Source: an optimization exercise on an open RTL-to-GDS flow (aim: small area). Production flows keep margins and buffers that such runs may drop. Function was checked by simulation only, so behaviour that the tests miss may differ from the original. Power figures rest on the tool's default switching activity, not on a simulated workload.

$ cat flow/run.sh
#!/bin/bash
# synth_recipe.tcl (not shown) runs the flow's synth.tcl, then flattens the netlist and writes it again
# the make line also repeats each setting of config.mk as NAME=value (left out here)
make -C /OpenROAD-flow-scripts/flow DESIGN_CONFIG=/design/flow/config.mk WORK_HOME=/design/flow/orfs CLKGATE_MAP_FILE= SYNTH_SCRIPT=/design/flow/synth_recipe.tcl finish
$ cat flow/config.mk
export PLATFORM = sky130hd
export DESIGN_NAME = ramb_sp_top
export DESIGN_NICKNAME = ramb_sp_top
export VERILOG_FILES = /design/flow/design.v
export SDC_FILE = /design/flow/constraint.sdc
export NUM_CORES = 4
export LEC_CHECK = 0
export CAP_MARGIN = 30
export CORE_MARGIN = 2
export CORE_UTILIZATION = 40
export SLEW_MARGIN = 20
export SYNTH_HIERARCHICAL = 1
$ cat flow/constraint.sdc
create_clock -name core_clock -period 6.0 [get_ports {CLK}]
set_input_delay 1.2000 -clock core_clock [delete_from_list [all_inputs] [get_ports {CLK}]]
set_output_delay 1.2000 -clock core_clock [all_outputs]
set_load 0.01 [all_outputs]
$ cat flow/design.v
package x_ramb_pkg;
  typedef enum int unsigned {
    WM_WRITE_FIRST = 0,
    WM_READ_FIRST  = 1,
    WM_NO_CHANGE   = 2
  } write_mode_e;
  function automatic int unsigned lane_count(input int unsigned data_width,
                                             input int unsigned lane_width);
    lane_count = data_width / lane_width;
  endfunction
endpackage
module x_ramb_cell_wr (
  input  logic W,
  input  logic WN,
  input  logic Q,
  input  logic D,
  output logic Y
);
  assign Y = (W | Q) & (WN | D);
endmodule
module x_ramb_cell_nand2 (
  input  logic A,
  input  logic B,
  output logic Y
);
  assign Y = !(A & B);
endmodule
module x_ramb_cell_nor2 (
  input  logic A,
  input  logic B,
  output logic Y
);
  assign Y = !(A | B);
endmodule
module x_ramb_cell_aoi222 (
  input  logic S0, D0,
  input  logic S1, D1,
  input  logic S2, D2,
  output logic Y
);
  assign Y = !((S0 & D0) | (S1 & D1) | (S2 & D2));
endmodule
module x_ramb_cell_aoi22 (
  input  logic S0, D0,
  input  logic S1, D1,
  output logic Y
);
  assign Y = !((S0 & D0) | (S1 & D1));
endmodule
module x_ramb_cell_nand4 (
  input  logic A, B, C, D,
  output logic Y
);
  assign Y = !(A & B & C & D);
endmodule
module x_ramb_cell_nand3 (
  input  logic A, B, C,
  output logic Y
);
  assign Y = !(A & B & C);
endmodule
module x_ramb_cell_nor4 (
  input  logic A, B, C, D,
  output logic Y
);
  assign Y = !(A | B | C | D);
endmodule
module x_ramb_cell_nor3 (
  input  logic A, B, C,
  output logic Y
);
  assign Y = !(A | B | C);
endmodule
module x_ramb_sp_param_int
#(
  parameter int unsigned           DATA_WIDTH = 8,
  parameter int unsigned           LANE_WIDTH = 8,
  parameter int unsigned           ADDR_WIDTH = 9,
  parameter int unsigned           WRITE_MODE = 0,
  parameter int unsigned           DO_REG     = 0,
  parameter logic [DATA_WIDTH-1:0] SRVAL      = '0,
  parameter logic [DATA_WIDTH-1:0] INIT_WORD  = '0
) (
  input  logic                                            CLK,
  input  logic                                            RST_N,
  input  logic                                            EN,
  input  logic                                            SSR,
  input  logic [x_ramb_pkg::lane_count(DATA_WIDTH, LANE_WIDTH)-1:0]   WE,
  input  logic [ADDR_WIDTH-1:0]                           ADDR,
  input  logic [DATA_WIDTH-1:0]                           DI,
  input  logic                                            REGCE,
  output logic [DATA_WIDTH-1:0]                           DO,
  output logic                                            DO_VALID
);
  localparam int unsigned LANES = x_ramb_pkg::lane_count(DATA_WIDTH, LANE_WIDTH);
  localparam int unsigned DEPTH = 2 ** ADDR_WIDTH;
  localparam int unsigned LO_W  = 3;
  localparam int unsigned HI_W  = ADDR_WIDTH - LO_W;
  localparam int unsigned NLO   = 2 ** LO_W;
  localparam int unsigned NHI   = 2 ** HI_W;
  localparam int unsigned NLEAF = (DEPTH + 2) / 3;
  localparam int unsigned NL2   = (NLEAF + 3) / 4;
  localparam int unsigned NL3   = (NL2 + 3) / 4;
  logic [NHI-1:0]            w_hi, w_hi_n;
  logic [LANES-1:0][NLO-1:0] w_lo, w_lo_n;
  always_comb begin
    for (int h = 0; h < NHI; h++) begin
      w_hi[h]   = (ADDR[ADDR_WIDTH-1:LO_W] == HI_W'(h));
      w_hi_n[h] = !w_hi[h];
    end
    for (int l = 0; l < LANES; l++) begin
      for (int j = 0; j < NLO; j++) begin
        w_lo[l][j]   = (ADDR[LO_W-1:0] == LO_W'(j)) & WE[l] & EN & RST_N;
        w_lo_n[l][j] = !w_lo[l][j];
      end
    end
  end
  logic [ADDR_WIDTH-1:0] r_addr;
  logic                  r_srval;
  logic                  r_lvalid;
  always_ff @(posedge CLK) begin
    if (EN) r_addr <= ADDR;
  end
  always_ff @(posedge CLK or negedge RST_N) begin
    if (!RST_N) begin
      r_srval  <= 1'b1;
      r_lvalid <= 1'b0;
    end else if (EN) begin
      r_srval  <= 1'b0;
      r_lvalid <= !SSR;
    end
  end
  logic w_kill;
  assign w_kill = SSR | r_srval;
  logic [NHI-1:0] r_hi_n;
  logic [NLO-1:0] r_lo_n;
  always_comb begin
    for (int h = 0; h < NHI; h++)
      r_hi_n[h] = !((r_addr[ADDR_WIDTH-1:LO_W] == HI_W'(h)) & !w_kill);
    for (int j = 0; j < NLO; j++)
      r_lo_n[j] = !(r_addr[LO_W-1:0] == LO_W'(j));
  end
  logic [DEPTH-1:0]                 w_rsel;
  logic [DEPTH-1:0][DATA_WIDTH-1:0] w_q;
  for (genvar a = 0; a < DEPTH; a++) begin : g_word
    localparam int unsigned H = a / NLO;
    localparam int unsigned J = a % NLO;
    logic [DATA_WIDTH-1:0] r_q;
    logic [DATA_WIDTH-1:0] w_d;
    logic [LANES-1:0]      w_we, w_we_n;
    x_ramb_cell_nor2 u_rsel (.A(r_hi_n[H]), .B(r_lo_n[J]), .Y(w_rsel[a]));
    for (genvar l = 0; l < LANES; l++) begin : g_lane
      x_ramb_cell_nand2 u_wn (.A(w_hi[H]),   .B(w_lo[l][J]),   .Y(w_we_n[l]));
      x_ramb_cell_nor2  u_w  (.A(w_hi_n[H]), .B(w_lo_n[l][J]), .Y(w_we[l]));
      for (genvar b = 0; b < LANE_WIDTH; b++) begin : g_bit
        x_ramb_cell_wr u_wr (
          .W  (w_we[l]),
          .WN (w_we_n[l]),
          .Q  (r_q[l*LANE_WIDTH + b]),
          .D  (DI[l*LANE_WIDTH + b]),
          .Y  (w_d[l*LANE_WIDTH + b])
        );
      end
    end
    always_ff @(posedge CLK) begin
      r_q <= w_d;
    end
    assign w_q[a] = r_q;
  end
  logic [DATA_WIDTH-1:0] w_rd;
  for (genvar b = 0; b < DATA_WIDTH; b++) begin : g_rbit
    logic [NLEAF-1:0] w_l1;    
    logic [NL2-1:0]   w_l2;    
    logic [NL3-1:0]   w_l3;    
    for (genvar i = 0; i < NLEAF; i++) begin : g_leaf
      if (3 * i + 2 < DEPTH) begin : g_3
        x_ramb_cell_aoi222 u_leaf (
          .S0(w_rsel[3*i]),   .D0(w_q[3*i][b]),
          .S1(w_rsel[3*i+1]), .D1(w_q[3*i+1][b]),
          .S2(w_rsel[3*i+2]), .D2(w_q[3*i+2][b]),
          .Y (w_l1[i])
        );
      end else begin : g_2
        x_ramb_cell_aoi22 u_leaf (
          .S0(w_rsel[3*i]),   .D0(w_q[3*i][b]),
          .S1(w_rsel[3*i+1]), .D1(w_q[3*i+1][b]),
          .Y (w_l1[i])
        );
      end
    end
    for (genvar i = 0; i < NL2; i++) begin : g_l2
      if (4 * i + 3 < NLEAF) begin : g_4
        x_ramb_cell_nand4 u_g (.A(w_l1[4*i]), .B(w_l1[4*i+1]), .C(w_l1[4*i+2]),
                               .D(w_l1[4*i+3]), .Y(w_l2[i]));
      end else begin : g_3
        x_ramb_cell_nand3 u_g (.A(w_l1[4*i]), .B(w_l1[4*i+1]), .C(w_l1[4*i+2]),
                               .Y(w_l2[i]));
      end
    end
    for (genvar i = 0; i < NL3; i++) begin : g_l3
      if (4 * i + 3 < NL2) begin : g_4
        x_ramb_cell_nor4 u_g (.A(w_l2[4*i]), .B(w_l2[4*i+1]), .C(w_l2[4*i+2]),
                              .D(w_l2[4*i+3]), .Y(w_l3[i]));
      end else begin : g_3
        x_ramb_cell_nor3 u_g (.A(w_l2[4*i]), .B(w_l2[4*i+1]), .C(w_l2[4*i+2]),
                              .Y(w_l3[i]));
      end
    end
    x_ramb_cell_nand3 u_root (.A(w_l3[0]), .B(w_l3[1]), .C(w_l3[2]), .Y(w_rd[b]));
  end
  logic [DATA_WIDTH-1:0] r_do;
  logic                  r_do_valid;
  always_ff @(posedge CLK or negedge RST_N) begin
    if (!RST_N) begin
      r_do       <= SRVAL;
      r_do_valid <= 1'b0;
    end else if (REGCE) begin
      r_do       <= w_rd | (SRVAL & {DATA_WIDTH{w_kill}});
      r_do_valid <= r_lvalid & !SSR;
    end
  end
  assign DO       = r_do;
  assign DO_VALID = r_do_valid;
endmodule
module ramb_sp_top (
  input  logic        CLK,
  input  logic        RST_N,
  input  logic        EN,
  input  logic        SSR,
  input  logic [3:0]  WE,
  input  logic [6:0]  ADDR,
  input  logic [31:0] DI,
  input  logic        REGCE,
  output logic [31:0] DO,
  output logic        DO_VALID
);
  x_ramb_sp_param_int #(
    .DATA_WIDTH (32),
    .LANE_WIDTH (8),
    .ADDR_WIDTH (7),
    .WRITE_MODE (0),
    .DO_REG     (1),
    .SRVAL      (32'h5A5A_C3C3),
    .INIT_WORD  (32'h0000_0000)
  ) u_ram (
    .CLK      (CLK),
    .RST_N    (RST_N),
    .EN       (EN),
    .SSR      (SSR),
    .WE       (WE),
    .ADDR     (ADDR),
    .DI       (DI),
    .REGCE    (REGCE),
    .DO       (DO),
    .DO_VALID (DO_VALID)
  );
endmodule
==> reports/results.ini, run 1 <==
[global_routing]
grt_max_degree=107
overflow=0
grt.total_usage_pct=31.9
grt_pass1_wl_um=852000
grt_antenna_before_repair=45
grt_pass1_vias=120000

[clock_tree]
cts-hold-fix-buffers=0
clock_sinks=4138
cts_tree=built
cts_made_buffers=421
post-cts-setup-buffer-count=0
cts_resized=0
clk_pin_slew_ns=0.06
cts_root_buffer=clkbuf_16
insertion_delay_ns=0.99
htreeDepth=5
clockBufferDepth=4

[pwr]
powerDensity_nw_per_um2=358
power.share.clock_pct=45.6
vdd_drop_max_uv=238
p_sw_mw=13.8
p_sw_share_pct=22.9
p_int_mw=46.5
seqPwrFrac_pct=49.5
total_power_mw=60.2
power_leakage_nw=58.4
power_frac_comb_pct=4.9

[die]
die_h_um=600
fp.coreArea_sq_um=353000
ios=81
initial_core_util_pct=40.2
fp.dieW_um=600
die-area_sq_um=360000
rows=218

[yosys]
yosysSeqAreaShare_pct=58.5
synth_area_leaders=dfxtp_1 58%, o22a_1 25%, a222oi_1 9.5%
avgSynthCellArea_sq_um=12.4
syn-num-nets=11600
yosysWarningCount=7
synth-edff-count=7
yosysTopAreaCellShare_pct=57.7
synth_ff_type=dfxtp_1
synth_seq_cells=4138
netlist_area_sq_um=142000
yosysTopAreaCell=dfxtp_1
synth_cell_types=47
syn_inst=11500
async_reset_ff_share_pct=0.846

[detailed_routing]
num_vias=125000
drt_iter0_drc=23300
dr.pass1.iters=15
viasPerCell=7.18
drc_errors=0
routedWlPerCell_um=34.7
postRouteAntennaNets=0
postRouteWirelength_um=607000

[cells_and_area]
final_area_sq_um=168000
drive_gt1_share_pct=12.1
area_delta_synth_final_pct=18.3
nFillCells=31400
fin_cells=17500
layout_common_cells=4096 x o22a_1, 4096 x dfxtp_1, 1344 x a222oi_1, 534 x nand2_1, 533 x nor2_1
finish.utilization_pct=47.6
nets=12400

[sta]
setup_violations=0
final_critical_path_setup_slack_ns=0.440
finalHoldViolCount=0
worst_slew_pin_slew_ns=1.16
fmax_mhz=180
min_period_ns=5.56
finalClockSkew_ns=0.0636
finalMaxSlewViolations=0
timing.hold.ws_ns=0.482
rsz0062_at_grt=false
slew-limit-headroom_pct=22.1
fin_crit_sh_pct=92.7
setup_tns_ns=0

[placed_design]
placed_area_sq_um=153000
dp_hpwl_um=414000
gp_congestion=1.01
portBuffers=80
dp_slack_ns=-0.673
post-place-cells=16700

[setup_path]
endpoint_kind=flip-flop
critical_path_class=in -> reg
crit_arrival_ns=6.49
critPathMaxFanout=17
rrSetupSlack_ns=0.97
required_ns=6.93
start_kind=primary input

[run]
timing.max_cap.violations=0

[min_path]
hold_path_class=reg -> reg

[run_status]
outcome=finished clean

==> critical path, stage by stage <==
cell and delay, ns:
clkdlybuf4s50_1 0.86, buf_4 0.44, nor4b_2 0.88, nand2_1 0.55
nor2_2 0.97, buf_4 0.38, a222oi_1 0.15, buf_4 0.20
nand4_1 0.22, nor4_2 0.11, buf_4 0.21, nand3_1 0.10
mux2_2 0.15
==> synthesized netlist by cell type (2+ instances only) <==
| master | count |
|---|---|
| dfxtp_1 | 4096 |
| o22a_1 | 4096 |
| a222oi_1 | 1344 |
| nor2_1 | 699 |
| nand2_1 | 565 |
| nand4_1 | 321 |
| nand3_1 | 76 |
| nor4_2 | 64 |
| a22oi_2 | 32 |
| nor3_2 | 32 |
| nor3_1 | 24 |
| dfrtp_1 | 18 |
| dfstp_2 | 17 |
| a21oi_1 | 16 |
| mux2_2 | 16 |
| buf_2 | 14 |
| nor2b_1 | 9 |
| edfxtp_1 | 7 |
| nand2b_1 | 6 |
| nand3b_1 | 5 |
| inv_1 | 4 |
| and4_1 | 3 |
| and4b_1 | 3 |
| buf_4 | 3 |
| clkbuf_1 | 3 |
| nand4_2 | 3 |
| nand4b_2 | 3 |
| or3_1 | 3 |
| and3b_1 | 2 |
| or2_2 | 2 |
| or3b_2 | 2 |
==> layout make-up <==
class / instances / area [sq um] / area share, %
diodes: 14 / 35.0 / 0.0208
repair buffers: 474 / 4670 / 2.78
clock buffers: 608 / 12500 / 7.46
inverters: 4 / 15.0 / 0.00893
multi-input cells: 7340 / 59700 / 35.5
clock inverters: 172 / 2070 / 1.23
well taps: 4730 / 5920 / 3.52
flip-flops and latches: 4138 / 83100 / 49.4
==> layer usage <==
metal,GRT usage [%],vias to the layer above,part of all wire (%)
li1,-,51900,-
met5,0,-,0.032
met2,47.2,8675,42
met1,41.0,63200,39
met4,19.3,28,6.5
met3,9.37,1654,12
==> per-module statistics from Yosys (local to each module, per instance), excerpt <==
module	cells inside	cell area (sq um)
x_ramb_cell_nor4	1	12.5
x_ramb_cell_nand2	1	3.75
x_ramb_cell_aoi22	1	12.5
x_ramb_cell_aoi222	1	10.0
x_ramb_cell_nor2	1	3.75
x_ramb_cell_wr	1	8.76
x_ramb_cell_nor3	1	10.0
x_ramb_cell_nand3	1	5.00
x_ramb_cell_nand4	1	6.26
==> power by group through the flow <==
stage	sequential (mW)	combinational, mW	clock [mW]
after global placement	30.3	2.74	0
final	29.8	2.94	27.5
after floorplan	30.0	1.56	0
after detailed placement	30.4	2.85	0
after global routing	29.9	3.02	28.8
after CTS	29.8	2.86	27.7
==> state kept, by name (all words and copies together) (netlist names) <==
signal / cells
u_ram.r_lvalid: 1
u_ram.r_do: 32
u_ram.r_do_valid: 1
u_ram.g_word.r_q: 4096
u_ram.r_addr: 7
u_ram.r_srval: 1
==> path summary, 6_finish.rpt <==
path	startpoint	endpoint	cells after the start
min in group asynchronous	RST_N	u_ram.r_do[23]	2
hold reg to reg	u_ram.g_word[109].r_q[8]	u_ram.g_word[109].r_q[8]	1
setup reg to reg	u_ram.r_addr[1]	u_ram.r_do[14]	10
setup / recovery	SSR	u_ram.r_do[23]	13
hold / removal	u_ram.g_word[109].r_q[8]	u_ram.g_word[109].r_q[8]	1
max in group asynchronous	RST_N	u_ram.r_do[10]	2
==> logic make-up (layout without fill, tap and decap cells) <==
kind of cell           Yosys count  count (layout)  share of synthesized area (%)
AOI/OAI and AO/OA             5489            5489                           35.1
buffers and inverters           26            1258                         0.0942
DFF                           4138            4138                           58.5
muxes                           17              17                          0.134
other                            0              14                              0
and+or+nand+nor               1834            1834                           6.23
==> run 2: changes to the inputs <==
--- a/flow/design.v
+++ b/flow/design.v
@@ -59,17 +59,17 @@
 );
   assign Y = !(A & B & C);
 endmodule
-module x_ramb_cell_nor4 (
+module x_ramb_cell_or4 (
   input  logic A, B, C, D,
   output logic Y
 );
-  assign Y = !(A | B | C | D);
-endmodule
-module x_ramb_cell_nor3 (
+  assign Y = A | B | C | D;
+endmodule
+module x_ramb_cell_or3 (
   input  logic A, B, C,
   output logic Y
 );
-  assign Y = !(A | B | C);
+  assign Y = A | B | C;
 endmodule
 module x_ramb_sp_param_int
 #(
@@ -101,19 +101,21 @@
   localparam int unsigned NLEAF = (DEPTH + 2) / 3;
   localparam int unsigned NL2   = (NLEAF + 3) / 4;
   localparam int unsigned NL3   = (NL2 + 3) / 4;
-  logic [NHI-1:0]            w_hi, w_hi_n;
-  logic [LANES-1:0][NLO-1:0] w_lo, w_lo_n;
+  logic [LANES-1:0] w_lane_en, w_lane_en_n;
+  logic [DATA_WIDTH-1:0] w_dm;
+  logic [NHI-1:0] w_hi;
+  logic [NLO-1:0] w_lo;
   always_comb begin
-    for (int h = 0; h < NHI; h++) begin
-      w_hi[h]   = (ADDR[ADDR_WIDTH-1:LO_W] == HI_W'(h));
-      w_hi_n[h] = !w_hi[h];
-    end
     for (int l = 0; l < LANES; l++) begin
-      for (int j = 0; j < NLO; j++) begin
-        w_lo[l][j]   = (ADDR[LO_W-1:0] == LO_W'(j)) & WE[l] & EN & RST_N;
-        w_lo_n[l][j] = !w_lo[l][j];
-      end
-    end
+      w_lane_en[l]   = WE[l] & EN & RST_N;
+      w_lane_en_n[l] = !w_lane_en[l];
+      for (int b = 0; b < LANE_WIDTH; b++)
+        w_dm[l*LANE_WIDTH + b] = DI[l*LANE_WIDTH + b] | w_lane_en_n[l];
+    end
+    for (int h = 0; h < NHI; h++)
+      w_hi[h] = (ADDR[ADDR_WIDTH-1:LO_W] == HI_W'(h));
+    for (int j = 0; j < NLO; j++)
+      w_lo[j] = (ADDR[LO_W-1:0] == LO_W'(j));
   end
   logic [ADDR_WIDTH-1:0] r_addr;
   logic                  r_srval;
@@ -147,17 +149,18 @@
     localparam int unsigned J = a % NLO;
     logic [DATA_WIDTH-1:0] r_q;
     logic [DATA_WIDTH-1:0] w_d;
-    logic [LANES-1:0]      w_we, w_we_n;
-    x_ramb_cell_nor2 u_rsel (.A(r_hi_n[H]), .B(r_lo_n[J]), .Y(w_rsel[a]));
+    logic [LANES-1:0]      w_we;
+    logic                  w_wsel_n;
+    x_ramb_cell_nor2  u_rsel (.A(r_hi_n[H]), .B(r_lo_n[J]), .Y(w_rsel[a]));
+    x_ramb_cell_nand2 u_wsel (.A(w_hi[H]),   .B(w_lo[J]),   .Y(w_wsel_n));
     for (genvar l = 0; l < LANES; l++) begin : g_lane
-      x_ramb_cell_nand2 u_wn (.A(w_hi[H]),   .B(w_lo[l][J]),   .Y(w_we_n[l]));
-      x_ramb_cell_nor2  u_w  (.A(w_hi_n[H]), .B(w_lo_n[l][J]), .Y(w_we[l]));
+      x_ramb_cell_nor2 u_w (.A(w_wsel_n), .B(w_lane_en_n[l]), .Y(w_we[l]));
       for (genvar b = 0; b < LANE_WIDTH; b++) begin : g_bit
         x_ramb_cell_wr u_wr (
           .W  (w_we[l]),
-          .WN (w_we_n[l]),
+          .WN (w_wsel_n),
           .Q  (r_q[l*LANE_WIDTH + b]),
-          .D  (DI[l*LANE_WIDTH + b]),
+          .D  (w_dm[l*LANE_WIDTH + b]),
           .Y  (w_d[l*LANE_WIDTH + b])
         );
       end
@@ -199,14 +202,14 @@
     end
     for (genvar i = 0; i < NL3; i++) begin : g_l3
       if (4 * i + 3 < NL2) begin : g_4
-        x_ramb_cell_nor4 u_g (.A(w_l2[4*i]), .B(w_l2[4*i+1]), .C(w_l2[4*i+2]),
-                              .D(w_l2[4*i+3]), .Y(w_l3[i]));
+        x_ramb_cell_or4 u_g (.A(w_l2[4*i]), .B(w_l2[4*i+1]), .C(w_l2[4*i+2]),
+                             .D(w_l2[4*i+3]), .Y(w_l3[i]));
       end else begin : g_3
-        x_ramb_cell_nor3 u_g (.A(w_l2[4*i]), .B(w_l2[4*i+1]), .C(w_l2[4*i+2]),
-                              .Y(w_l3[i]));
-      end
-    end
-    x_ramb_cell_nand3 u_root (.A(w_l3[0]), .B(w_l3[1]), .C(w_l3[2]), .Y(w_rd[b]));
+        x_ramb_cell_or3 u_g (.A(w_l2[4*i]), .B(w_l2[4*i+1]), .C(w_l2[4*i+2]),
+                             .Y(w_l3[i]));
+      end
+    end
+    x_ramb_cell_or3 u_root (.A(w_l3[0]), .B(w_l3[1]), .C(w_l3[2]), .Y(w_rd[b]));
   end
   logic [DATA_WIDTH-1:0] r_do;
   logic                  r_do_valid;
==> flow/config.mk (replaced) <==
export PLATFORM = sky130hd
export DESIGN_NAME = ramb_sp_top
export DESIGN_NICKNAME = ramb_sp_top
export VERILOG_FILES = /design/flow/design.v
export SDC_FILE = /design/flow/constraint.sdc
export NUM_CORES = 4
export LEC_CHECK = 0
export CAP_MARGIN = 10
export CORE_MARGIN = 2
export CORE_UTILIZATION = 70
export CTS_CLUSTER_DIAMETER = 70
export CTS_CLUSTER_SIZE = 20
export SLEW_MARGIN = 10
export SYNTH_HIERARCHICAL = 1
==> run 2 against run 1 <==
  * Die area decreased by 43%
  * Critical path depth decreased by 1
  * Cell area decreased by 7.8%
  * Largest power group unchanged
  * Highest routed layer unchanged
  * Global-route usage increased by 17 points
  * Synthesized cell count decreased by 4.1%
  * Utilization increased by 30 points
  * Maximum frequency decreased by 1.6%
  * Count of clock-buffer cells in the layout decreased by 356
  * Non-clock buffer count increased by 110
  * Synthesized area decreased by 1.5%
  * Sequential power about the same
==> reports/results.ini, run 2 <==
[sta]
fin_crit_sh_pct=94.2
finalMaxSlewViolations=0
finalHoldViolCount=0
worst_slew_pin_slew_ns=1.37
setup_violations=0
fmax_mhz=177
slew-limit-headroom_pct=8.67
final_critical_path_setup_slack_ns=0.350
rsz0062_at_grt=false
finalClockSkew_ns=0.0338
min_period_ns=5.65
timing.hold.ws_ns=0.165

[pwr]
power_leakage_nw=54.9
powerDensity_nw_per_um2=309
total_power_mw=47.9
vdd_drop_max_uv=315

[clock_tree]
post-cts-setup-buffer-count=0
cts-hold-fix-buffers=0
insertion_delay_ns=0.92
clk_pin_slew_ns=0.09
cts_resized=0
cts_tree=built
htreeDepth=4
cts_made_buffers=226
cts_root_buffer=clkbuf_16
clock_sinks=4138
clockBufferDepth=3

[detailed_routing]
num_vias=123000
drt_iter0_drc=27500
drc_errors=0
viasPerCell=8.42
postRouteAntennaNets=0
routedWlPerCell_um=35.7
dr.pass1.iters=17
postRouteWirelength_um=521000

[setup_path]
endpoint_kind=flip-flop
crit_chain=clkdlybuf4s50_1 > and4bb_2 > nand2_1 > buf_4 > nor2_2 > buf_12 > a222oi_1 > nand4_1 > or4_1 > or3_1 > nor3_2 > a21oi_2
cpMaxStageDelayCell=clkdlybuf4s50_1
rr_startpoint=u_ram.r_srval
rrSetupSlack_ns=0.50
crit_arrival_ns=6.47
required_ns=6.82
critical_path_class=in -> reg
critPathMaxFanout=17
r2r-end=u_ram.r_do[19]
r2r_cells=11
start_kind=primary input
cpPeakStageDelay_ns=0.91

[run_status]
outcome=finished clean

[cells_and_area]
finish.utilization_pct=77.8
largest_register_ffs=4096
layout_common_cells=4096 x o22a_1, 4096 x dfxtp_1, 1344 x a222oi_1, 539 x nor2_1, 455 x buf_4
drive_gt1_share_pct=8.52
final_area_sq_um=155000
largestRegisters=u_ram.g_word.r_q: 4096 flops, u_ram.r_do: 32 flops, u_ram.r_addr: 7 flops
nFillCells=12800
regMostFlops=u_ram.g_word.r_q
area_delta_synth_final_pct=10.8
nets=11900

[yosys]
synth_area_leaders=dfxtp_1 59%, o22a_1 26%, a222oi_1 9.6%
yosysTopAreaCell=dfxtp_1
syn_inst=11000
yosysWarningCount=7
syn-num-nets=11100
synth-edff-count=7
netlist_area_sq_um=140000
synth_cell_types=40
synth_common_cells=4096 x dfxtp_1, 4096 x o22a_1, 1344 x a222oi_1
yosysSeqAreaShare_pct=59.4
yosysTopAreaCellShare_pct=58.6
avgSynthCellArea_sq_um=12.7
async_reset_ff_share_pct=0.846
synth_ff_type=dfxtp_1
synth_seq_cells=4138

[die]
die-area_sq_um=204000
fp.coreArea_sq_um=199000
ios=81
fp.dieW_um=451
die_h_um=451
rows=164
initial_core_util_pct=70.2

[run]
timing.max_cap.violations=0

[placed_design]
portBuffers=80
dp_hpwl_um=338000
placed_area_sq_um=149000
gp_congestion=1.04
dp_slack_ns=-0.0339

[min_path]
hold_path_class=in -> async

[global_routing]
grt.total_usage_pct=48.5
grt_pass1_vias=116000
grt_pass1_wl_um=752000
grt_max_degree=129
grt_antenna_before_repair=87
overflow=0

[run 2: changes by cell type after synthesis, moves of 6 or more]
cell	change
or3_1	+62
nand2_1	-421
nor3_1	-9
nor3_2	-24
buf_2	-11
nor4_2	-64
a21oi_2	+8
nor2b_1	-6
nand3_1	-35
nor2_1	-31
a21oi_1	-8
or4_1	+64
or2_2	+30
[run 2: worst max-delay path by stage]
stage / start / end / cells after the start
final: SSR / u_ram.r_do[19] / 12
after global routing: SSR / u_ram.r_do[19] / 12
after CTS: SSR / u_ram.r_do[19] / 12
after detailed placement: SSR / u_ram.r_do[19] / 12
after global placement: SSR / u_ram.r_do[19] / 12
after floorplan: WE[0] / u_ram.g_word[100].r_q[0] / 3
[run 2: where the power goes]
group / leakage [nW] / internal, mW / switching [mW] / total (mW)
Combinational: 18.2 / 1.34 / 1.16 / 2.50
Clock: 2.93 / 6.84 / 8.80 / 15.6
Sequential: 33.7 / 28.9 / 0.877 / 29.7
Total: 54.9 / 37.1 / 10.8 / 47.9
[run 2: logic make-up after synthesis]
kind of cell | Yosys count | share of synthesized area, %
buf+inv | 12 | 0.0670
flops | 4138 | 59.4
simple gates | 1381 | 4.80
compound gates | 5489 | 35.6
mux | 17 | 0.136
[run 2: cell type report]
type,count,area (sq um),area share (%)
Antenna cell,59,148,0.0952
Timing Repair Buffer,584,5170,3.33
Inverter,2,7.51,0.00484
Clock buffer,252,5820,3.75
Tap cell,2656,3320,2.14
Sequential cell,4138,83100,53.6
Clock inverter,17,179,0.115
Multi-Input combinational cell,6887,57300,36.9
[run 2: Yosys stat by module, one instance, submodules excluded, a selection]
module              flops+latches  area (sq um)
x_ramb_cell_nor2                0          3.75
x_ramb_cell_nand4               0          6.26
x_ramb_cell_aoi22               0          12.5
x_ramb_cell_or4                 0          7.51
x_ramb_cell_nand3               0          5.00
x_ramb_cell_or3                 0          6.26
x_ramb_cell_aoi222              0          10.0
x_ramb_cell_nand2               0          3.75
x_ramb_cell_wr                  0          8.76
[run 2: metal layers]
layer / track usage [%] / wire length [um]
met5: 1.07 / 427
met1: 60.3 / 183000
met3: 16.6 / 75000
met4: 36.6 / 45100
met2: 69.4 / 217000
[run 2: critical path: cells and delay by family]
| family | cells | cell delay [ns] |
|---|---|---|
| simple gates | 7 | 3.04 |
| buf+inv | 3 | 1.46 |
| compound gates | 2 | 0.74 |
[run 2: through the flow]
stage / TNS [ns] / instances
2_1_floorplan: 0 / 11000
3_3_place_gp: -0.0691 / 14300
3_5_place_dp: -0.0339 / 14300
4_1_cts: 0 / 14500
5_1_grt: 0 / 14600
6_report: 0 / 14600
==> run 3: changes to the inputs <==
==> flow/config.mk (replaced) <==
export PLATFORM = sky130hd
export DESIGN_NAME = ramb_sp_top
export DESIGN_NICKNAME = ramb_sp_top
export VERILOG_FILES = /design/flow/design.v
export SDC_FILE = /design/flow/constraint.sdc
export NUM_CORES = 4
export LEC_CHECK = 0
export CAP_MARGIN = 30
export CORE_MARGIN = 2
export CORE_UTILIZATION = 70
export CTS_CLUSTER_DIAMETER = 80
export CTS_CLUSTER_SIZE = 24
export SLEW_MARGIN = 20
export SYNTH_HIERARCHICAL = 1
==> run 3 against run 2 <==
  * Sequential power hardly changed
  * Clock skew is 0.0087 ns lower
  * Clock power is 7% lower
  * Sequential share of layout area is 0.10 points higher
  * Power is 2.4% lower
  * Count of clock-buffer cells in the layout is 37 lower
  * Utilization is 0.15 points lower
  * Combinational power hardly changed
  * Non-clock buffer count is 39 higher
  * Register-to-register slack worse by 0.11 ns
  * Still clean on timing, DRC and antenna
  * Synthesized cell count stayed put
==> reports/results.ini, run 3 <==
[run_status]
outcome=finished clean

[yosys]
yosysTopAreaCell=dfxtp_1
yosysWarningCount=7
netlist_area_sq_um=140000
syn-num-nets=11100
synth_area_leaders=dfxtp_1 59%, o22a_1 26%, a222oi_1 9.6%
yosysTopAreaCellShare_pct=58.6
synth_ff_type=dfxtp_1
synth_seq_cells=4138
synth-edff-count=7
synth_cell_types=40
async_reset_ff_share_pct=0.846
synth_common_cells=4096 x dfxtp_1, 4096 x o22a_1, 1344 x a222oi_1
syn_inst=11000
avgSynthCellArea_sq_um=12.7
yosysSeqAreaShare_pct=59.4

[setup_path]
start_kind=primary input
r2r_cells=11
required_ns=6.83
crit_arrival_ns=6.79
endpoint_kind=flip-flop
critical_path_class=in -> reg
critPathMaxFanout=16

[cells_and_area]
regMostFlops=u_ram.g_word.r_q
fin_cells=14600
nFillCells=12800
area_delta_synth_final_pct=10.5
largest_register_ffs=4096
drive_gt1_share_pct=8.51
seq_area_sq_um=83100
multi_input_area_sq_um=57300
largestRegisters=u_ram.g_word.r_q: 4096 flops, u_ram.r_do: 32 flops, u_ram.r_addr: 7 flops
nets=11900
layout_common_cells=4096 x o22a_1, 4096 x dfxtp_1, 1344 x a222oi_1, 539 x nor2_1, 455 x buf_4

[placed_design]
portBuffers=80
gp_congestion=1.04
post-place-cells=14300
dp_hpwl_um=339000

[clock_tree]
clock_sinks=4138
cts_resized=0
clockBufferDepth=3
cts_root_buffer=clkbuf_16
cts_tree=built
cts-hold-fix-buffers=0
cts_made_buffers=190
clk_pin_slew_ns=0.10
post-cts-setup-buffer-count=0
htreeDepth=4
insertion_delay_ns=0.93

[pwr]
p_int_mw=36.2
power_leakage_nw=54.8
p_sw_share_pct=22.6
powerDensity_nw_per_um2=302
seqPwrFrac_pct=63.7
power_frac_comb_pct=5.4
power.share.clock_pct=31.0
p_sw_mw=10.6
vdd_drop_max_uv=339

[global_routing]
grt_max_degree=129
grt_pass1_vias=115000
grt_pass1_wl_um=748000
overflow=0
grt_antenna_before_repair=71
grt.total_usage_pct=48.3

[die]
die-area_sq_um=204000
rows=164
initial_core_util_pct=70.2
fp.dieW_um=451
ios=81
fp.coreArea_sq_um=199000
die_h_um=451

[sta]
fmax_mhz=168
setup_violations=0
slew-limit-headroom_pct=15.1
finalMaxSlewViolations=0
rsz0062_at_grt=false
finalClockSkew_ns=0.0251
min_period_ns=5.96
fin_crit_sh_pct=99.4
setup_tns_ns=0
worst_slew_pin_slew_ns=1.27
finalHoldViolCount=0

[min_path]
hold_path_class=in -> async

[detailed_routing]
postRouteWirelength_um=520000
routedWlPerCell_um=35.7
drc_errors=0
dr.pass1.iters=14
drt_iter0_drc=28100
postRouteAntennaNets=0
num_vias=123000
viasPerCell=8.41

[run]
timing.max_cap.violations=0

## run 3: cell count changes in the layout (fill, tap and decap cells not counted), moves of 4 or more
cell / delta
diode_2: -19
inv_6: -4
clkbuf_16: -31
clkbuf_1: -4
buf_16: +9
buf_6: +14
buf_8: +16
## run 3: path summary, 6_finish.rpt
path | from | to | slack [ns]
worst max-delay path | SSR | u_ram.r_do[19] | 0.04
worst min-delay path | RST_N | u_ram.r_lvalid | 0.15
worst max register to register | u_ram.r_srval | u_ram.r_do[19] | 0.39
worst min register to register | u_ram.g_word[85].r_q[8] | u_ram.g_word[85].r_q[8] | 0.49
max in group asynchronous | RST_N | u_ram.r_do[5] | 4.91
min in group core_clock | u_ram.g_word[85].r_q[8] | u_ram.g_word[85].r_q[8] | 0.49
## run 3: modules after synthesis, one instance, submodules excluded, excerpt
module	cells inside	flip-flops and latches
x_ramb_cell_nand3	1	0
x_ramb_cell_nor2	1	0
x_ramb_cell_wr	1	0
x_ramb_cell_or4	1	0
x_ramb_cell_nand4	1	0
x_ramb_cell_nand2	1	0
x_ramb_cell_aoi222	1	0
x_ramb_cell_or3	1	0
x_ramb_cell_aoi22	1	0
## run 3: worst max-delay path: stages
cell             delay (ns)
clkdlybuf4s50_1        1.10
and4bb_2               0.39
nand2_1                0.27
buf_4                  0.30
nor2_2                 0.22
buf_4                  0.26
a222oi_1               0.69
nand4_1                0.69
or4_1                  0.94
or3_1                  0.48
nor3_2                 0.15
a21oi_2                0.08
## run 3: power by group through the flow
stage,combinational [mW],sequential [mW],clock (mW)
after global placement,2.27,30.2,0
final,2.51,29.8,14.5
after CTS,2.41,29.7,14.3
after global routing,2.58,29.9,15.3
after detailed placement,2.40,30.3,0
after floorplan,1.65,30.0,0
## run 3: per-layer routing
layer	part of all wire [%]	wire length, um	track usage, %
met5	0.066	345	0
met4	8.6	44800	35.7
met3	14	75100	15.6
met2	42	217000	69.4
met1	35	183000	60.8
## run 3: final cells by class
| type | instances | area share, % |
|---|---|---|
| Antenna cell | 40 | 0.0647 |
| Multi-Input combinational cell | 6887 | 37.0 |
| Tap cell | 2656 | 2.15 |
| Sequential cell | 4138 | 53.7 |
| Inverter | 2 | 0.00485 |
| Timing Repair Buffer | 623 | 3.76 |
| Clock buffer | 215 | 3.23 |
| Clock inverter | 9 | 0.0607 |
## run 3: stage by stage
step	setup slack [ns]	hold WS (ns)	util [%]	area, sq um	total power [mW]
floorplan	0.291	0.457	-	140000	31.7
global placement	-0.0691	0.462	74.7	149000	32.5
detailed placement	-0.0721	0.469	74.8	149000	32.7
CTS	0.860	0.151	77.4	154000	46.4
global route	0.265	0.139	77.6	155000	47.7
finish	0.0374	0.149	77.6	155000	46.7
## run 3: cells by family after synthesis
kind of cell / Yosys count / share of synthesized area (%)
AOI/OAI and AO/OA: 5489 / 35.6
buffers and inverters: 12 / 0.0670
and+or+nand+nor: 1381 / 4.80
DFF: 4138 / 59.4
muxes: 17 / 0.136
==> run 4: changes to the inputs <==
--- a/flow/config.mk
+++ b/flow/config.mk
@@ -5,10 +5,10 @@
 export SDC_FILE = /design/flow/constraint.sdc
 export NUM_CORES = 4
 export LEC_CHECK = 0
-export CAP_MARGIN = 30
+export CAP_MARGIN = 20
 export CORE_MARGIN = 2
 export CORE_UTILIZATION = 70
 export CTS_CLUSTER_DIAMETER = 80
-export CTS_CLUSTER_SIZE = 24
+export CTS_CLUSTER_SIZE = 26
 export SLEW_MARGIN = 20
 export SYNTH_HIERARCHICAL = 1
==> run 4 against run 3 <==
  * Register-to-register slack better by 0.15 ns
  * Cell area down 0.67%
  * Maximum frequency grew 2.1%
  * Global-route usage is 0.085 points lower
  * Largest power group unchanged
  * Highest routed layer unchanged
==> reports/results.ini, run 4 <==
[die]
die-area_sq_um=204000
ios=81
initial_core_util_pct=70.2
fp.dieW_um=451
rows=164
fp.coreArea_sq_um=199000
die_h_um=451

[setup_path]
crit_chain=clkdlybuf4s50_1 > and4bb_2 > nand2_1 > buf_4 > nor2_2 > buf_12 > a222oi_1 > nand4_1 > or4_1 > or3_1 > nor3_2 > a21oi_2
rrSetupSlack_ns=0.54
cpMaxStageDelayCell=clkdlybuf4s50_1
endpoint_kind=flip-flop
required_ns=6.83
r2r-end=u_ram.r_do[19]
cpPeakStageDelay_ns=1.13
start_kind=primary input
rr_startpoint=u_ram.r_srval
critPathMaxFanout=17
crit_arrival_ns=6.67
critical_path_class=in -> reg
r2r_cells=11

[run_status]
outcome=finished clean

[yosys]
yosysWarningCount=7
netlist_area_sq_um=140000
avgSynthCellArea_sq_um=12.7
syn-num-nets=11100
synth_area_leaders=dfxtp_1 59%, o22a_1 26%, a222oi_1 9.6%
synth_common_cells=4096 x dfxtp_1, 4096 x o22a_1, 1344 x a222oi_1
synth_ff_type=dfxtp_1
syn_inst=11000
synth_cell_types=40
yosysTopAreaCellShare_pct=58.6
synthMuxAreaShare_pct=0.136
yosysTopAreaCell=dfxtp_1
synth-edff-count=7
async_reset_ff_share_pct=0.846
yosysSeqAreaShare_pct=59.4
yosys.area_share.simple_pct=4.80
synth_top_family_by_area=compound AO/OA/AOI/OAI gates
synth_xor_area_share_pct=0
synth_seq_cells=4138
synth_compound_area_share_pct=35.6
synthAdderAreaFrac_pct=0

[placed_design]
post-place-cells=14300
dp_hpwl_um=338000
gp_congestion=1.04
dp_slack_ns=-0.0598
portBuffers=80

[clock_tree]
cts_root_buffer=clkbuf_16
clockBufferDepth=3
htreeDepth=4
clock_sinks=4138
cts_tree=built
post-cts-setup-buffer-count=0
cts_resized=0
clk_pin_slew_ns=0.10
cts-hold-fix-buffers=0
insertion_delay_ns=0.92
cts_made_buffers=177

[sta]
setup_tns_ns=0
finalClockSkew_ns=0.0352
finalMaxSlewViolations=0
fin_crit_sh_pct=97.4
finalHoldViolCount=0
timing.hold.ws_ns=0.163
fmax_mhz=171
min_period_ns=5.84
slew-limit-headroom_pct=15.0
rsz0062_at_grt=false
final_critical_path_setup_slack_ns=0.158
worst_slew_pin_slew_ns=1.28
setup_violations=0

[global_routing]
grt.total_usage_pct=48.2
grt_antenna_before_repair=95
grt_pass1_vias=115000
grt_max_degree=129
grt_pass1_wl_um=747000
overflow=0

[detailed_routing]
postRouteAntennaNets=0
viasPerCell=8.45
num_vias=123000
routedWlPerCell_um=35.7
dr.pass1.iters=14
postRouteWirelength_um=518000
drc_errors=0
drt_iter0_drc=27100

[min_path]
hold_path_class=in -> async

[pwr]
powerDensity_nw_per_um2=300
power_leakage_nw=54.2
total_power_mw=46.1
vdd_drop_max_uv=346

[cells_and_area]
largestRegisters=u_ram.g_word.r_q: 4096 flops, u_ram.r_do: 32 flops, u_ram.r_addr: 7 flops
area_delta_synth_final_pct=9.81
regMostFlops=u_ram.g_word.r_q
layout_common_cells=4096 x o22a_1, 4096 x dfxtp_1, 1344 x a222oi_1, 539 x nor2_1, 455 x buf_4
fin_cells=14500
nets=11800
largest_register_ffs=4096
drive_gt1_share_pct=8.12

[run]
timing.max_cap.violations=0

==> run 4: cell types whose count changed in the layout (fill, tap and decap cells not counted), moves of 8 or more <==
cell	change
buf_16	-9
clkbuf_16	-20
buf_8	-19
diode_2	+8
buf_6	-13
==> run 4: cell type report <==
type                    instances  area, sq um
inverters                       2         7.51
fillers                     13000        45600
clock inverters                18          173
clock buffers                 196         4510
well taps                    2656         3320
flip-flops and latches       4138        83100
diodes                         48          120
repair buffers                582         5130
multi-input cells            6887        57300
==> run 4: critical path: cells and delay by family <==
| kind | cells | cell delay [ns] |
|---|---|---|
| buffers and inverters | 3 | 1.69 |
| AO/OA/AOI/OAI | 2 | 0.72 |
| AND/OR/NAND/NOR | 7 | 3.01 |
==> run 4: through the flow <==
step / util [%] / area, sq um
3_3_place_gp: 74.7 / 149000
3_5_place_dp: 74.7 / 149000
5_1_grt: 77.1 / 154000
6_report: 77.1 / 154000
2_1_floorplan: - / 140000
4_1_cts: 77.1 / 154000
==> run 4: worst max-delay path by stage <==
stage	from	to	depth (start not counted)
2_1_floorplan	WE[0]	u_ram.g_word[100].r_q[0]	3
3_3_place_gp	SSR	u_ram.r_do[19]	12
3_5_place_dp	SSR	u_ram.r_do[19]	12
4_1_cts	SSR	u_ram.r_do[19]	12
5_1_grt	SSR	u_ram.r_do[19]	12
6_report	SSR	u_ram.r_do[19]	12
==> run 4: metal layers <==
metal  wire [um]  GRT usage (%)
met5         436              0
met2      216000           69.1
met1      184000           60.7
met3       73100           15.3
met4       45400           36.5
==> run 4: logic make-up (layout without fill, tap and decap cells) <==
family,Yosys count,in the layout
muxes,17,17
other,0,48
DFF,4138,4138
and+or+nand+nor,1381,1381
buffers and inverters,12,798
AOI/OAI and AO/OA,5489,5489
==> run 4: report_power, final <==
group	leakage [nW]	switching, mW	internal [mW]
logic	18.2	1.16	1.34
clock network	2.30	8.46	5.41
registers	33.7	0.875	28.9
total	54.2	10.5	35.6
==> run 4: per-module statistics from Yosys (local to each module, per instance), excerpt <==
| module | flops+latches | copies in the design | cell area, sq um | cells inside |
|---|---|---|---|---|
| x_ramb_cell_or3 | 0 | 64 | 6.26 | 1 |
| x_ramb_cell_nand3 | 0 | 32 | 5.00 | 1 |
| x_ramb_cell_nand4 | 0 | 320 | 6.26 | 1 |
| x_ramb_cell_nor2 | 0 | 640 | 3.75 | 1 |
| x_ramb_cell_wr | 0 | 4096 | 8.76 | 1 |
| x_ramb_cell_or4 | 0 | 64 | 7.51 | 1 |
| x_ramb_cell_aoi222 | 0 | 1344 | 10.0 | 1 |
| x_ramb_cell_aoi22 | 0 | 32 | 12.5 | 1 |
| x_ramb_cell_nand2 | 0 | 128 | 3.75 | 1 |
==> run 5: changes to the inputs <==
==> flow/config.mk (replaced) <==
export PLATFORM = sky130hd
export DESIGN_NAME = ramb_sp_top
export DESIGN_NICKNAME = ramb_sp_top
export VERILOG_FILES = /design/flow/design.v
export SDC_FILE = /design/flow/constraint.sdc
export NUM_CORES = 4
export LEC_CHECK = 0
export CAP_MARGIN = 10
export CORE_MARGIN = 2
export CORE_UTILIZATION = 70
export CTS_CLUSTER_DIAMETER = 80
export CTS_CLUSTER_SIZE = 28
export SLEW_MARGIN = 10
export SYNTH_HIERARCHICAL = 1
==> run 5 against run 4 <==
  * Still clean on timing, DRC and antenna
  * Die area stayed put
  * Clock skew is 0.0071 ns higher
  * Worst setup slack better by 0.33 ns
  * Count of clock-buffer cells in the layout is 7 lower
  * First-iteration DRC count is 1.7% higher
  * Critical endpoint unchanged
  * Largest power group unchanged
==> reports/results.ini, run 5 <==
[run_status]
outcome=finished clean

[clock_tree]
cts_tree=built
cts-hold-fix-buffers=0
post-cts-setup-buffer-count=0
htreeDepth=4
clk_pin_slew_ns=0.11
insertion_delay_ns=0.92
cts_resized=0
cts_made_buffers=166
clock_sinks=4138
cts_root_buffer=clkbuf_16
clockBufferDepth=3

[global_routing]
grt_pass1_wl_um=745000
grt_antenna_before_repair=80
grt.total_usage_pct=48.1
overflow=0
grt-busiest-layer=met2
use_met1_pct=60.4
grt_pass1_vias=115000
met3_usage_pct=16.0
grt_max_degree=129
use_met2_pct=68.9

[pwr]
p_int_mw=35.5
seqPwrFrac_pct=64.8
power_leakage_nw=54.2
powerDensity_nw_per_um2=299
total_power_mw=45.9
p_sw_mw=10.4
vdd_drop_max_uv=338
power.share.clock_pct=29.7
p_sw_share_pct=22.7
power_frac_comb_pct=5.4

[yosys]
synth_seq_cells=4138
avgSynthCellArea_sq_um=12.7
yosysTopAreaCellShare_pct=58.6
synth_cell_types=40
async_reset_ff_share_pct=0.846
synth_ff_type=dfxtp_1
yosysSeqAreaShare_pct=59.4
yosysWarningCount=7
yosysTopAreaCell=dfxtp_1
synth_common_cells=4096 x dfxtp_1, 4096 x o22a_1, 1344 x a222oi_1
synth_area_leaders=dfxtp_1 59%, o22a_1 26%, a222oi_1 9.6%
synth-edff-count=7
netlist_area_sq_um=140000
syn-num-nets=11100
syn_inst=11000

[detailed_routing]
postRouteAntennaNets=0
drt_iter0_drc=27600
viasPerCell=8.42
routedWlPerCell_um=35.7
dr.pass1.iters=14
postRouteWirelength_um=518000
drc_errors=0
num_vias=122000

[placed_design]
dp_slack_ns=-0.0339
portBuffers=80
dp_hpwl_um=338000
gp_congestion=1.04
placed_area_sq_um=149000

[sta]
finalClockSkew_ns=0.0422
finalMaxSlewViolations=0
fmax_mhz=181
setup_violations=0
final_critical_path_setup_slack_ns=0.483
fin_crit_sh_pct=91.9
slew-limit-headroom_pct=8.52
min_period_ns=5.52
finalHoldViolCount=0
worst_slew_pin_slew_ns=1.37
rsz0062_at_grt=false

[setup_path]
critPathMaxFanout=16
crit_arrival_ns=6.34
setup.worst_path.end=u_ram.r_do[19]
r2r_cells=11
required_ns=6.82
r2r-end=u_ram.r_do[19]
rr_startpoint=u_ram.r_srval
critical_path_class=in -> reg
endpoint_kind=flip-flop
start_kind=primary input
cp-startpoint=SSR
rrSetupSlack_ns=0.64

[cells_and_area]
regMostFlops=u_ram.g_word.r_q
final_area_sq_um=154000
nets=11800
largestRegisters=u_ram.g_word.r_q: 4096 flops, u_ram.r_do: 32 flops, u_ram.r_addr: 7 flops
drive_gt1_share_pct=8.07
largest_register_ffs=4096
layout_common_cells=4096 x o22a_1, 4096 x dfxtp_1, 1344 x a222oi_1, 539 x nor2_1, 455 x buf_4
area_delta_synth_final_pct=9.69
nFillCells=13000

[run]
timing.max_cap.violations=0

[die]
ios=81
fp.dieW_um=451
die-area_sq_um=204000
initial_core_util_pct=70.2
fp.coreArea_sq_um=199000
rows=164
die_h_um=451

[min_path]
hold_path_class=in -> async

==> run 5: cell types whose count changed in the layout (fill, tap and decap cells not counted), moves of 2 or more <==
cell,before,now
nor2_2,116,127
nor2_4,13,2
diode_2,48,58
clkbuf_16,177,170
buf_8,1,4
clkbuf_1,18,16
clkbuf_8,1,3
clkinv_8,3,1
==> run 5: critical path: stages <==
cell	delay, ns
clkdlybuf4s50_1	0.93
and4bb_2	0.39
nand2_1	0.24
buf_4	0.28
nor2_2	0.21
buf_4	0.26
a222oi_1	0.63
nand4_1	0.67
or4_1	0.84
or3_1	0.44
nor3_2	0.15
a21oi_2	0.08
==> run 5: worst min path at each step <==
stage | startpoint | end | slack (ns) | cells past startpoint
6_report | RST_N | u_ram.r_lvalid | 0.16 | 1
5_1_grt | RST_N | u_ram.r_lvalid | 0.16 | 1
4_1_cts | RST_N | u_ram.r_lvalid | 0.16 | 1
3_5_place_dp | u_ram.g_word[90].r_q[0] | u_ram.g_word[90].r_q[0] | 0.47 | 1
3_3_place_gp | u_ram.g_word[63].r_q[3] | u_ram.g_word[63].r_q[3] | 0.46 | 1
2_1_floorplan | u_ram.g_word[0].r_q[0] | u_ram.g_word[0].r_q[0] | 0.46 | 1
==> run 5: cell families (layout without fill, tap and decap cells) <==
family	Yosys count	after routing	synth area share [%]
AO/OA/AOI/OAI	5489	5489	35.6
flip-flops	4138	4138	59.4
AND/OR/NAND/NOR	1381	1381	4.80
multiplexers	17	17	0.136
buffers and inverters	12	791	0.0670
other	0	58	0
==> run 5: per-module statistics from Yosys (local to each module, per instance), a selection <==
| module | copies in the design | flip-flops and latches | cells inside | area, sq um |
|---|---|---|---|---|
| x_ramb_cell_aoi22 | 32 | 0 | 1 | 12.5 |
| x_ramb_cell_aoi222 | 1344 | 0 | 1 | 10.0 |
| x_ramb_cell_nand2 | 128 | 0 | 1 | 3.75 |
| x_ramb_cell_nand3 | 32 | 0 | 1 | 5.00 |
| x_ramb_cell_nand4 | 320 | 0 | 1 | 6.26 |
| x_ramb_cell_nor2 | 640 | 0 | 1 | 3.75 |
| x_ramb_cell_or3 | 64 | 0 | 1 | 6.26 |
| x_ramb_cell_or4 | 64 | 0 | 1 | 7.51 |
| x_ramb_cell_wr | 4096 | 0 | 1 | 8.76 |
==> run 5: final cells by class <==
| class | instances | area, sq um | share of cell area [%] |
|---|---|---|---|
| Sequential cell | 4138 | 83100 | 54.1 |
| Multi-Input combinational cell | 6887 | 57300 | 37.3 |
| Timing Repair Buffer | 584 | 5170 | 3.37 |
| Clock buffer | 189 | 4360 | 2.84 |
| Tap cell | 2656 | 3320 | 2.16 |
| Clock inverter | 16 | 161 | 0.105 |
| Antenna cell | 58 | 145 | 0.0945 |
| Inverter | 2 | 7.51 | 0.00489 |
==> run 5: stage by stage <==
step	TNS, ns	std cells	hold slack, ns	util, %
after floorplan	0	11000	0.457	-
after global placement	-0.0691	14300	0.462	74.7
after global routing	0	14500	0.156	77.0
final	0	14500	0.160	77.1
after CTS	0	14500	0.161	76.9
after detailed placement	-0.0339	14300	0.469	74.7
==> run 5: metal layers <==
layer  wire length [um]  vias to the layer above
li1                   -                    49800
met1             184000                    60400
met2             216000                    10000
met3              72900                     2060
met4              44800                       38
met5                389                        -
==> run 5: power groups by stage <==
stage	logic (mW)	clock network (mW)	registers [mW]
after floorplan	1.65	0	30.0
after global placement	2.27	0	30.2
after detailed placement	2.39	0	30.3
after CTS	2.40	13.6	29.7
after global routing	2.56	14.5	29.9
final	2.50	13.7	29.8

[re-timing with driven ports]
Ports are ideal in the flow. The routed layouts listed here were re-timed in OpenROAD.
Step 1, drivers: a clkbuf_16 drives CLK and a buf_2 each remaining input, both assumed.
Step 2 also shifts input and output timing later by t, the mid clock arrival at the registers, as if the neighbouring blocks saw the same clock.
Slacks: no drivers / after step 1 / after step 2; pairs: no drivers / after step 1.
run	shift t [ns]	slack for setup (ns)	worst setup path after step 2	slew at the worst register clock pin (ns)
run 1	1.079	0.440 / 0.525 / -0.554	input to register	0.07 / 0.07
run 2	1.011	0.350 / 0.426 / -0.585	input to register	0.09 / 0.09
run 3	1.003	0.037 / 0.103 / -0.901	input to register	0.10 / 0.10
run 4	1.002	0.158 / 0.235 / -0.768	input to register	0.11 / 0.11
run 5	0.991	0.483 / 0.549 / -0.442	input to register	0.11 / 0.11
With both steps, setup timing fails in every run listed, where it was met with ideal ports. For run 1, which loses most, drivers alone change the setup slack by +0.085 ns; drivers and shift together by -0.994 ns.
